What follows belongs to an exercise in optimizing a design on an open flow for small area; a production flow would make more cautious choices.
Only simulation tests tie the RTL to the original design; equivalence was not proved.
Power is estimated from default activity; no workload was simulated.

Design scancode_key_decoder_fifo_top, start of the top module:
module scancode_key_decoder_fifo_top (
    input  wire logic            clk,
    input  wire logic            rst_n,
    input  wire logic            cmd_valid,
    output logic                 cmd_stall,
    input  wire logic [10:0]     cmd_in,
    output logic                 evt_valid,
    input  wire logic            evt_stall,
    output logic [25:0]          evt_out
);
    localparam int DEPTH = skfd_pkg::FIFO_DEPTH;
    logic [1:0] mode;
    logic [7:0] b;
    logic       en;
    assign mode = cmd_in[10:9];
    assign b    = cmd_in[8:1];
    assign en   = cmd_in[0];
    logic       prefix_reg, shift_reg, caps_reg, saved_reg;
    logic [5:0] count_reg;
    logic       out_valid_reg, skid_valid_reg;
    logic       out_req_reg;
    logic [6:0] out_key;
    logic [6:0] skid_op;
    logic [6:0] q [DEPTH];
    logic accept, take, exec;
    assign cmd_stall = skid_valid_reg;
    assign accept    = cmd_valid && !skid_valid_reg;
    assign take      = out_valid_reg && !evt_stall;
    assign exec      = skid_valid_reg ? take : (accept && (take || !out_valid_reg));
    logic [6:0] fresh_op;
    logic       prefix_next, shift_next, caps_next;
    always_comb
    begin
        prefix_next = prefix_reg;
        shift_next  = shift_reg;
        caps_next   = caps_reg;
        fresh_op    = skfd_pkg::OP_NONE;
        case (mode)
            skfd_pkg::MODE_SCAN:
            begin
                if (b == skfd_pkg::SC_EXT)
  ...
Size: roughly 890 cells after synthesis, about 250 flip-flops.
clock: 4.0 ns
lec_check: 0
abc_area: 1
cap_margin: 20
core_margin: 2
core_utilization: 60
cts_buf_list: sky130_fd_sc_hd__clkbuf_4 sky130_fd_sc_hd__clkbuf_8
gpl_timing_driven: 0
slew_margin: 20
standard.sh (not shown) runs the stock make flow with config.mk's settings and CLKGATE_MAP_FILE= SYNTH_SCRIPT=/design/flow/synth_recipe.tcl, a recipe that flattens the netlist after the stock synthesis.
==> flow/flow/run.sh <==
#!/bin/bash
# Own layout flow: the standard flow (standard.sh, all ORFS steps unchanged) with
#  - synthesis as synth_recipe.tcl makes it, except that ABC maps the logic with an
#    area-oriented script (flow/heavy.abc) in place of ORFS's abc_area.script;
#  - a clock tree of clkbuf_4/clkbuf_8 without dummy loads;
#  - buf_1 cells as the port buffers.
# Each tool's full output: ORFS's logs under orfs/logs, make's output in flow_make.log.
set -euo pipefail
W=$(pwd)
F=$W/flow

cat > "$W/own_synth.tcl" <<TCL
# synth_recipe.tcl with ABC's script replaced
proc abc {args} {
  set i [lsearch -exact \$args -script]
  if { \$i >= 0 } { lset args [expr { \$i + 1 }] {$F/heavy.abc} }
  yosys abc {*}\$args
}
source {$W/synth_recipe.tcl}
TCL

cat > "$W/own_config.mk" <<MK
include $W/config.mk
export CTS_ARGS = -sink_clustering_enable -repair_clock_nets -buf_list {sky130_fd_sc_hd__clkbuf_4 sky130_fd_sc_hd__clkbuf_8} -dont_use_dummy_load -sink_clustering_size 18 -sink_clustering_max_diameter 80
export BUFFER_PORTS_ARGS = -buffer_cell sky130_fd_sc_hd__buf_1
MK

bash "$W/standard.sh" DESIGN_CONFIG="$W/own_config.mk" SYNTH_SCRIPT="$W/own_synth.tcl" finish > "$W/flow_make.log" 2>&1
==> flow/flow/heavy.abc <==
strash
dch -f
map -a
strash
dch -f
map -a
strash
dch -f
map
topo
stime -c
buffer -c
upsize -c
dnsize -c
==> next run, changes <==
==> flow/flow/run.sh (replaced) <==
#!/bin/bash
# Own layout flow: the standard flow (standard.sh, all ORFS steps unchanged) with
#  - synthesis exactly as synth_recipe.tcl makes it;
#  - a clock tree of clkbuf_4/clkbuf_8 without dummy loads;
#  - buf_1 cells as the port buffers.
# Each tool's full output: ORFS's logs under orfs/logs, make's output in flow_make.log.
set -euo pipefail
W=$(pwd)
F=$W/flow

cat > "$W/own_config.mk" <<MK
include $W/config.mk
export CTS_ARGS = -sink_clustering_enable -repair_clock_nets -buf_list {sky130_fd_sc_hd__clkbuf_4 sky130_fd_sc_hd__clkbuf_8} -dont_use_dummy_load -sink_clustering_size 18 -sink_clustering_max_diameter 80
export BUFFER_PORTS_ARGS = -buffer_cell sky130_fd_sc_hd__buf_1
MK

bash "$W/standard.sh" DESIGN_CONFIG="$W/own_config.mk" finish > "$W/flow_make.log" 2>&1
removed: flow/flow/heavy.abc
Combinational power stays flat.
Design area barely changes.
Synthesized area goes up by 1.4%.
Die area came out higher by about 1.3%.
Core utilization came out lower by 0.40 points.
Via count decreases by about 3.6%.
Register-to-register slack improves by 130 ps.
Total power is about the same.
Critical path depth came out lower by 2.

## re-timing with driven ports
The flow's constraints put no driver on any port. The routed layouts listed below were extracted and timed again, unchanged, in two steps.
Step 1 (the two cells are an assumption about what drives the block):
set clk [get_ports {clk}]
set_driving_cell -lib_cell sky130_fd_sc_hd__clkbuf_16 $clk
set_driving_cell -lib_cell sky130_fd_sc_hd__buf_2 [delete_from_list [all_inputs] $clk]
Step 2 times the ports against the registers' clock, not the clock port: input delays grow and output delays shrink by t, the midpoint of the rising clock arrivals with the driver on.
Three values: ideal, step 1, step 2; two values: the first two.
run | t, ns | setup slack, ns | pins driven straight from the clock port
the first run | 0.551 | 0.267 / 0.224 / 0.023 | 1
the second run | 0.565 | 0.368 / 0.325 / -0.004 | 1
Met with ideal ports but missed after step 2: setup timing in the second run. The setup slack of the second run, which loses most, moves by -0.043 ns with the drivers and by -0.372 ns with both steps.
